This design comes from an exercise in tuning for small area, a short achievable clock period and few clock cycles per item on the open sky130 flow, not from production work.
In this exercise RTL edits were held to simulation tests only and were not proved equivalent to the original.
Power is estimated from default activity; no workload was simulated.

$ cat flow/run.sh
#!/bin/bash
# synth_recipe.tcl (not shown) runs the flow's synth.tcl, then flattens the netlist and writes it again
# the make line also repeats each setting of config.mk as NAME=value (left out here)
make -C /OpenROAD-flow-scripts/flow DESIGN_CONFIG=/design/flow/config.mk WORK_HOME=/design/flow/orfs CLKGATE_MAP_FILE= SYNTH_SCRIPT=/design/flow/synth_recipe.tcl finish
$ cat flow/config.mk
export PLATFORM = sky130hd
export DESIGN_NAME = positional_list_insert_delete_unit
export DESIGN_NICKNAME = positional_list_insert_delete_unit
export VERILOG_FILES = /design/flow/design.v
export SDC_FILE = /design/flow/constraint.sdc
export NUM_CORES = 4
export LEC_CHECK = 0
export CAP_MARGIN = 20
export CORE_MARGIN = 2
export CORE_UTILIZATION = 40
export SLEW_MARGIN = 20
$ cat flow/constraint.sdc
create_clock -name core_clock -period 4.2 [get_ports {clk}]
set_input_delay 0.8400 -clock core_clock [delete_from_list [all_inputs] [get_ports {clk}]]
set_output_delay 0.8400 -clock core_clock [all_outputs]
set_load 0.01 [all_outputs]
$ cat flow/design.v
`timescale 1ns / 1ps
`default_nettype none
package plid_pkg;
  localparam int CAPACITY    = 16;
  localparam int MAX_RESULTS = 16;
  localparam int DATA_W  = 32;
  localparam int POS_W   = 5;
  localparam int OCNT_W  = 5;
  localparam int CNT_W   = $clog2(CAPACITY + 1);
  localparam int CMP_W   = (CNT_W > POS_W) ? CNT_W + 1 : POS_W + 1;
  localparam logic [1:0] CMD_APPEND = 2'd0;
  localparam logic [1:0] CMD_INSERT = 2'd1;
  localparam logic [1:0] CMD_DELETE = 2'd2;
  localparam logic [1:0] CMD_DUMP   = 2'd3;
  localparam logic [1:0] STAT_OK    = 2'd0;
  localparam logic [1:0] STAT_FULL  = 2'd1;
  localparam logic [1:0] STAT_RANGE = 2'd2;
  localparam logic [1:0] MODE_HOLD = 2'd0;
  localparam logic [1:0] MODE_LOW  = 2'd1;   
  localparam logic [1:0] MODE_HIGH = 2'd2;   
  localparam logic [1:0] MODE_LOAD = 2'd3;
  typedef struct packed {
    logic [1:0]               cmd;
    logic signed [DATA_W-1:0] elem_value;
    logic [POS_W-1:0]         position;
  } plid_in_t;
  typedef struct packed {
    logic [1:0]               status;
    logic signed [DATA_W-1:0] elem_out;
    logic [OCNT_W-1:0]        count_now;
    logic                     last;
  } plid_out_t;
endpackage
`default_nettype wire
`timescale 1ns / 1ps
`default_nettype none
module plid_cell (
  input  wire logic                               clk,
  input  wire logic [1:0]                         mode,
  input  wire logic signed [plid_pkg::DATA_W-1:0] low_val,
  input  wire logic signed [plid_pkg::DATA_W-1:0] high_val,
  input  wire logic signed [plid_pkg::DATA_W-1:0] load_val,
  output logic signed [plid_pkg::DATA_W-1:0]      q
);
  logic signed [plid_pkg::DATA_W-1:0] val_r, val_nxt;
  always_comb begin
    case (mode)
      plid_pkg::MODE_LOW:  val_nxt = low_val;
      plid_pkg::MODE_HIGH: val_nxt = high_val;
      plid_pkg::MODE_LOAD: val_nxt = load_val;
      default:             val_nxt = val_r;
    endcase
  end
  always_ff @(posedge clk) begin
    val_r <= val_nxt;
  end
  assign q = val_r;
endmodule
`default_nettype wire
`timescale 1ns / 1ps
`default_nettype none
module positional_list_insert_delete_unit (
  input  wire logic               clk,
  input  wire logic               rst_n,
  input  wire logic               in_valid,
  output logic                    in_ready,
  input  wire logic [38:0]       in_data,
  output logic                    out_valid,
  input  wire logic               out_ready,
  output logic [39:0]             out_data
);
  plid_pkg::plid_in_t in_pkt;
  assign in_pkt = in_data;
  localparam logic ST_IDLE = 1'b0;
  localparam logic ST_DUMP = 1'b1;
  logic [plid_pkg::CNT_W-1:0] cnt_r, cnt_nxt;
  logic [plid_pkg::CNT_W-1:0] idx_r, idx_nxt;
  logic                       st_r, st_nxt;
  logic                       out_valid_r, out_valid_nxt;
  plid_pkg::plid_out_t        out_r, out_nxt;
  logic signed [plid_pkg::DATA_W-1:0] cell_q   [plid_pkg::CAPACITY];
  logic signed [plid_pkg::DATA_W-1:0] cell_ld  [plid_pkg::CAPACITY];
  logic [1:0]                         cell_mode[plid_pkg::CAPACITY];
  logic                       slot_free, acc;
  logic                       do_ins, do_del, do_rot;
  logic [plid_pkg::CMP_W-1:0] pos_ext, cnt_ext, edit_pos;
  logic [plid_pkg::CNT_W-1:0] dump_n;
  logic [1:0]                 stat;
  always_comb begin
    slot_free     = !out_valid_r || out_ready;
    in_ready      = (st_r == ST_IDLE) && slot_free;
    acc           = in_valid && in_ready;
    pos_ext       = plid_pkg::CMP_W'(in_pkt.position);
    cnt_ext       = plid_pkg::CMP_W'(cnt_r);
    edit_pos      = (in_pkt.cmd == plid_pkg::CMD_APPEND) ? cnt_ext : pos_ext;
    dump_n        = (int'(cnt_r) > plid_pkg::MAX_RESULTS) ?
                    plid_pkg::CNT_W'(plid_pkg::MAX_RESULTS) : cnt_r;
    cnt_nxt       = cnt_r;
    idx_nxt       = idx_r;
    st_nxt        = st_r;
    out_valid_nxt = out_valid_r && !out_ready;
    out_nxt       = out_r;
    do_ins        = 1'b0;
    do_del        = 1'b0;
    do_rot        = 1'b0;
    stat          = plid_pkg::STAT_OK;
    if (acc) begin
      case (in_pkt.cmd)
        plid_pkg::CMD_APPEND, plid_pkg::CMD_INSERT: begin
          if (cnt_r == plid_pkg::CNT_W'(plid_pkg::CAPACITY)) begin
            stat = plid_pkg::STAT_FULL;
          end else if (edit_pos > cnt_ext) begin
            stat = plid_pkg::STAT_RANGE;
          end else begin
            do_ins  = 1'b1;
            cnt_nxt = cnt_r + 1'b1;
          end
        end
        plid_pkg::CMD_DELETE: begin
          if (pos_ext >= cnt_ext) begin
            stat = plid_pkg::STAT_RANGE;
          end else begin
            do_del  = 1'b1;
            cnt_nxt = cnt_r - 1'b1;
          end
        end
        default: begin
          if (cnt_r == '0) begin
            stat = plid_pkg::STAT_RANGE;
          end else begin
            st_nxt  = ST_DUMP;
            idx_nxt = '0;
          end
        end
      endcase
      if (!(in_pkt.cmd == plid_pkg::CMD_DUMP && cnt_r != '0)) begin
        out_valid_nxt     = 1'b1;
        out_nxt.status    = stat;
        out_nxt.elem_out  = '0;
        out_nxt.count_now = plid_pkg::OCNT_W'(cnt_nxt);
        out_nxt.last      = 1'b1;
      end
    end else if (st_r == ST_DUMP && slot_free) begin
      do_rot  = 1'b1;
      idx_nxt = idx_r + 1'b1;
      if (idx_r < dump_n) begin
        out_valid_nxt     = 1'b1;
        out_nxt.status    = plid_pkg::STAT_OK;
        out_nxt.elem_out  = cell_q[0];
        out_nxt.count_now = plid_pkg::OCNT_W'(cnt_r);
        out_nxt.last      = (idx_r + 1'b1 == dump_n);
      end
      if (idx_r + 1'b1 == cnt_r) begin
        st_nxt = ST_IDLE;
      end
    end
  end
  always_comb begin
    for (int i = 0; i < plid_pkg::CAPACITY; i++) begin
      cell_mode[i] = plid_pkg::MODE_HOLD;
      cell_ld[i]   = in_pkt.elem_value;
      if (do_ins) begin
        if (plid_pkg::CMP_W'(i) > edit_pos) begin
          cell_mode[i] = plid_pkg::MODE_LOW;
        end else if (plid_pkg::CMP_W'(i) == edit_pos) begin
          cell_mode[i] = plid_pkg::MODE_LOAD;
        end
      end else if (do_del) begin
        if (plid_pkg::CMP_W'(i) >= pos_ext) begin
          cell_mode[i] = plid_pkg::MODE_HIGH;
        end
      end else if (do_rot) begin
        if (plid_pkg::CMP_W'(i + 1) < cnt_ext) begin
          cell_mode[i] = plid_pkg::MODE_HIGH;
        end else if (plid_pkg::CMP_W'(i + 1) == cnt_ext) begin
          cell_mode[i] = plid_pkg::MODE_LOAD;
          cell_ld[i]   = cell_q[0];
        end
      end
    end
  end
  for (genvar g = 0; g < plid_pkg::CAPACITY; g++) begin : g_cell
    logic signed [plid_pkg::DATA_W-1:0] low_v, high_v;
    if (g == 0) begin : g_first
      assign low_v = cell_q[g];
    end else begin : g_low
      assign low_v = cell_q[g-1];
    end
    if (g == plid_pkg::CAPACITY - 1) begin : g_top
      assign high_v = cell_q[g];
    end else begin : g_high
      assign high_v = cell_q[g+1];
    end
    plid_cell u_cell (
      .clk      (clk),
      .mode     (cell_mode[g]),
      .low_val  (low_v),
      .high_val (high_v),
      .load_val (cell_ld[g]),
      .q        (cell_q[g])
    );
  end
  always_ff @(posedge clk) begin
    if (!rst_n) begin
      cnt_r       <= '0;
      idx_r       <= '0;
      st_r        <= ST_IDLE;
      out_valid_r <= 1'b0;
    end else begin
      cnt_r       <= cnt_nxt;
      idx_r       <= idx_nxt;
      st_r        <= st_nxt;
      out_valid_r <= out_valid_nxt;
    end
  end
  always_ff @(posedge clk) begin
    out_r <= out_nxt;
  end
  assign out_valid = out_valid_r;
  assign out_data  = out_r;
endmodule
`default_nettype wire
==> summary.txt <==
==> final cells by class <==
cell class / count / share of cell area
Inverter: 183 / 0.01755
Timing Repair Buffer: 297 / 0.08091
Sequential cell: 564 / 0.4281
Clock inverter: 38 / 0.007071
Clock buffer: 74 / 0.04064
Multi-Input combinational cell: 1966 / 0.3896
Tap cell: 1134 / 0.03612
==> sequential cells by signal (all words and copies together), names as in the netlist <==
register	flops
g_cell.u_cell.val_r	512
out_r	40
cnt_r	5
idx_r	5
out_valid_r	1
st_r	1
==> power groups by stage <==
stage	Combinational [mW]	Clock [mW]	Sequential, mW
final	1.55	5.15	6.55
after floorplan	0.872	0	6.62
after global placement	1.49	0	6.66
after global routing	1.66	5.43	6.57
after detailed placement	1.52	0	6.66
after CTS	1.53	5.23	6.55
==> worst max path at each step <==
| stage | slack (ns) | end |
|---|---|---|
| after floorplan | -0.42 | g_cell[1].u_cell.val_r[0] |
| after global placement | -0.29 | g_cell[0].u_cell.val_r[20] |
| after detailed placement | -0.35 | g_cell[0].u_cell.val_r[20] |
| after CTS | 0.34 | g_cell[0].u_cell.val_r[20] |
| after global routing | 0.13 | g_cell[0].u_cell.val_r[20] |
| final | 0.24 | g_cell[0].u_cell.val_r[20] |
==> cells by family after synthesis <==
group | share of synthesized area
compound gates | 0.1792
fa+ha+maj | 0.007778
simple gates | 0.1018
mux | 0.1524
buf+inv | 0.05967
flops | 0.4978
xor+xnor | 0.001297
==> worst max-delay path, stage by stage <==
cell and delay [ns]:
clkdlybuf4s50_1 0.51, buf_4 0.19, or2_4 0.25, o21ai_0 0.32, ha_1 0.34, o211a_1 0.17, o31ai_2 0.11, a21oi_4 0.15
nor4_1 0.60, buf_4 0.24, o2bb2ai_4 0.07, buf_12 0.16, mux2_1 0.35
==> cell usage in the layout (no fill, tap or decap), types with 5 or more instances in the layout <==
master / netlist / routed
edfxtp_1: 552 / 552
mux2_2: 249 / 249
mux2i_1: 232 / 232
inv_1: 180 / 179
nor2_1: 176 / 167
buf_4: 3 / 154
a221o_1: 152 / 152
o21ai_0: 149 / 147
nand3_1: 114 / 109
o221ai_1: 96 / 96
nand2_1: 96 / 95
clkdlybuf4s50_1: 0 / 84
a221oi_1: 71 / 70
a31oi_1: 73 / 69
and2_1: 69 / 68
a22o_1: 65 / 65
clkbuf_16: 0 / 62
buf_12: 0 / 59
a21oi_1: 60 / 58
nand4_1: 44 / 44
or3_1: 39 / 38
nor2b_1: 38 / 36
a32oi_1: 34 / 34
and3_1: 36 / 34
clkinv_1: 2 / 25
ha_1: 21 / 20
nand2b_1: 19 / 16
clkbuf_1: 273 / 12
dfxtp_1: 12 / 12
o21a_1: 11 / 10
nor4_1: 12 / 8
o21ai_1: 9 / 7
a21o_1: 7 / 6
nor2_2: 1 / 6
o31ai_1: 6 / 5
o22ai_1: 5 / 5
nand3_2: 0 / 5
clkinv_2: 0 / 5
clkinvlp_4: 0 / 5
==> stage by stage <==
step / instance area [um2] / TNS (ns) / hold WS (ns)
global route: 39280 / 0 / 0.5685
floorplan: 33910 / -23.85 / 0.5030
CTS: 39280 / 0 / 0.5487
finish: 39280 / 0 / 0.5438
global placement: 37410 / -29.53 / 0.5304
detailed placement: 37410 / -75.40 / 0.5387
==> routing by layer <==
metal	vias to the layer above	track usage	share of wire
met5	-	0	0
met4	0	0.04617	0.013
met3	98	0.03906	0.084
met2	1267	0.3565	0.43
met1	13060	0.3613	0.47
li1	11890	-	-
==> results.rst <==
.. list-table::
   :header-rows: 1

   * - Metric
     - Value
   * - Later-pin clock latency in the skew report
     - 0.66 ns
   * - Chip Height
     - around 300 um
   * - Hold path depth
     - 2
   * - I/O Pins
     - 85
   * - NumNets Final
     - 3137
   * - Critical path fanouts, max
     - 32
   * - CTS tree
     - done
   * - Average cell area after synthesis
     - roughly 11 um2
   * - Final RePlAce weighted congestion
     - approximately 0.90
   * - DP Cell Count
     - 4144
   * - Final std cells w/o fill
     - about 4300
   * - Most area-consuming cells after synthesis
     - edfxtp_1, mux2_2, mux2i_1
   * - Remaining design rule violation count
     - 0
   * - Worst EP arrival
     - around 4.4 ns
   * - Distinct cells, synth
     - 82
   * - Setup Skew
     - roughly 0.044 ns
   * - Vias
     - ~26000
   * - Standard-cell rows
     - roughly 110
   * - Worst Hold Path EP
     - idx_r[4]
   * - First element of the critical path
     - in_data[37]
   * - Port Buf Inserts
     - 84
   * - Die Width
     - around 290 um
   * - HP Class
     - flip-flop to flip-flop
   * - Cell type with the highest aggregate area in the netlist
     - edfxtp_1
   * - Clock buffer count from CTS
     - around 60
   * - Drt wl/cell
     - 24.67 um
   * - Total congestion overflow
     - 0
   * - Iteration-0 DRC count of the detailed router
     - between 2000 and 3000
   * - Fill cell count
     - approximately 7500
   * - Starting density of the core
     - 0.4036
   * - Combinational power share
     - 0.117
   * - Crit path launch type
     - primary input
   * - Most frequently used flop master after synthesis
     - edfxtp_1
   * - Final Cycle Share
     - 0.9439
   * - Endpoint class of the critical path
     - flip-flop
   * - Slew at the pin closest to its max-slew limit
     - a little under 1 ns
   * - Number of levels the H-tree was split into
     - 2
   * - Drt first pass iters
     - 7
   * - Vias in the first global route
     - between 20000 and 30000
   * - Static leakage
     - around 14 nW
   * - Number of synthesized flops with an enable pin
     - around 550
   * - CTS resizes
     - 0
   * - Proportion of synthesized flip-flops having asynchronous set or reset
     - 0
   * - PwrDens
     - 337.2 nW/um2
   * - Slack of the critical path
     - between 0.2 and 0.25 ns
   * - Post-place setup slack
     - -0.3507 ns
   * - Worst-case vdd ir drop
     - ~0.36 mV
   * - Global-route wire length before repair
     - 163100 um
   * - Clock Pin Slew Worst Setup and Hold Paths
     - 0.06 ns
   * - Pin count of the biggest net entering global routing
     - 66
   * - Vias per Instance
     - around 6
   * - Synthesized instance count
     - 3045
   * - Switching share of total power
     - 0.2555
   * - Post-synth net total
     - roughly 3100
   * - Flop-to-flop setup slack
     - around 0.63 ns
   * - Tot Pwr
     - 13.24 mW
   * - Number of routed nets with antenna violations
     - 0
   * - Outcome
     - finished clean
   * - Synthesis Warnings
     - 7
   * - Number of max-cap violations
     - 0
   * - Worst Path Required
     - between 4 and 5 ns
   * - Core region area
     - 83690 um2
   * - Initial antenna violation count
     - 0
   * - Most common cell in the netlist
     - edfxtp_1
   * - Sequential cell fraction of total power
     - 0.494
   * - Count of endpoints failing setup in the final report
     - 0
   * - Classification of the worst setup path
     - primary input to flip-flop
   * - Sequential fraction of the synthesis area
     - 0.4978
   * - Cell-internal power
     - between 9 and 10 mW
   * - Antenna Cells
     - 0
   * - Shortest clock period the worst path allows after layout
     - 3.964 ns
   * - DIE AREA
     - approximately 87000 um2
   * - Total wirelength of the detailed-routed design
     - around 100000 um
   * - Detailed Place HPWL
     - between 70000 and 80000 um
   * - Fraction of layout cells with a size suffix above 1
     - 0.1963
   * - Max Buffers Root-to-Sink
     - 3
   * - RSZ-0062 raised after global routing
     - false
   * - Reg2reg end
     - g_cell[0].u_cell.val_r[20]
   * - Hold path start
     - idx_r[4]
   * - Root buf cell
     - clkbuf_16
   * - Most frequent cells after synthesis
     - edfxtp_1, clkbuf_1, mux2_2, mux2i_1, inv_1
   * - Net switching power
     - 3.384 mW
   * - Area fraction of the dominant cell type after synthesis
     - 0.4907
   * - Number of synthesized register bits
     - ~560
   * - Clock power frac
     - 0.389
   * - Worst-case reg-to-reg path depth
     - 12
   * - Area taken by flip-flops and latches
     - around 17000 um2
   * - Max frequency
     - roughly 250 MHz
   * - Post-layout utilization of the core
     - 0.4694
   * - Multi-input gate area in the final layout
     - 15300 um2
   * - Area of the mapped netlist
     - 33780 um2
   * - Max_slew headroom
     - 0.3368
   * - Total setup buffers inserted after CTS
     - 0
   * - Final hold violation count
     - 0
   * - Area added between synthesis and finish
     - 16.28%
   * - Post-CTS Hold Fix Bufs
     - 0
   * - Clock sink total
     - about 560
   * - GRT Resource Usage Total
     - 0.2380
   * - Startpoint of the worst-slack reg-to-reg timing path
     - cnt_r[2]
   * - Final Max Tran Viols
     - 0
Testbench counts, summed over its fixed seeds: cycles 5,299, items 3,200.

## what the ideal ports hide
In the flow no input, the clock included, has a driving cell. The finished layout below was timed again as built, in two steps. Step 1, drivers: a clkbuf_16 drives clk and a buf_2 each remaining input, both assumed. Step 2 adds t to the input delays and takes it off the output delays; t is the mean of the earliest and latest rising clock arrival at the registers after step 1. Input paths then give back, and output paths get back, about the clock's delay inside the block. Slacks: ideal / step 1 / step 2; pairs: ideal / step 1.
t, ns: 0.703
setup slack, ns: 0.236 / 0.279 / -0.423
worst hold slack (ns): 0.544 / 0.544 / 0.544
pins driven straight from the clock port: 1
With both steps, setup timing fails in this run, where it was met with ideal ports. The setup slack of this run moves by +0.043 ns with the drivers and by -0.659 ns with both steps.
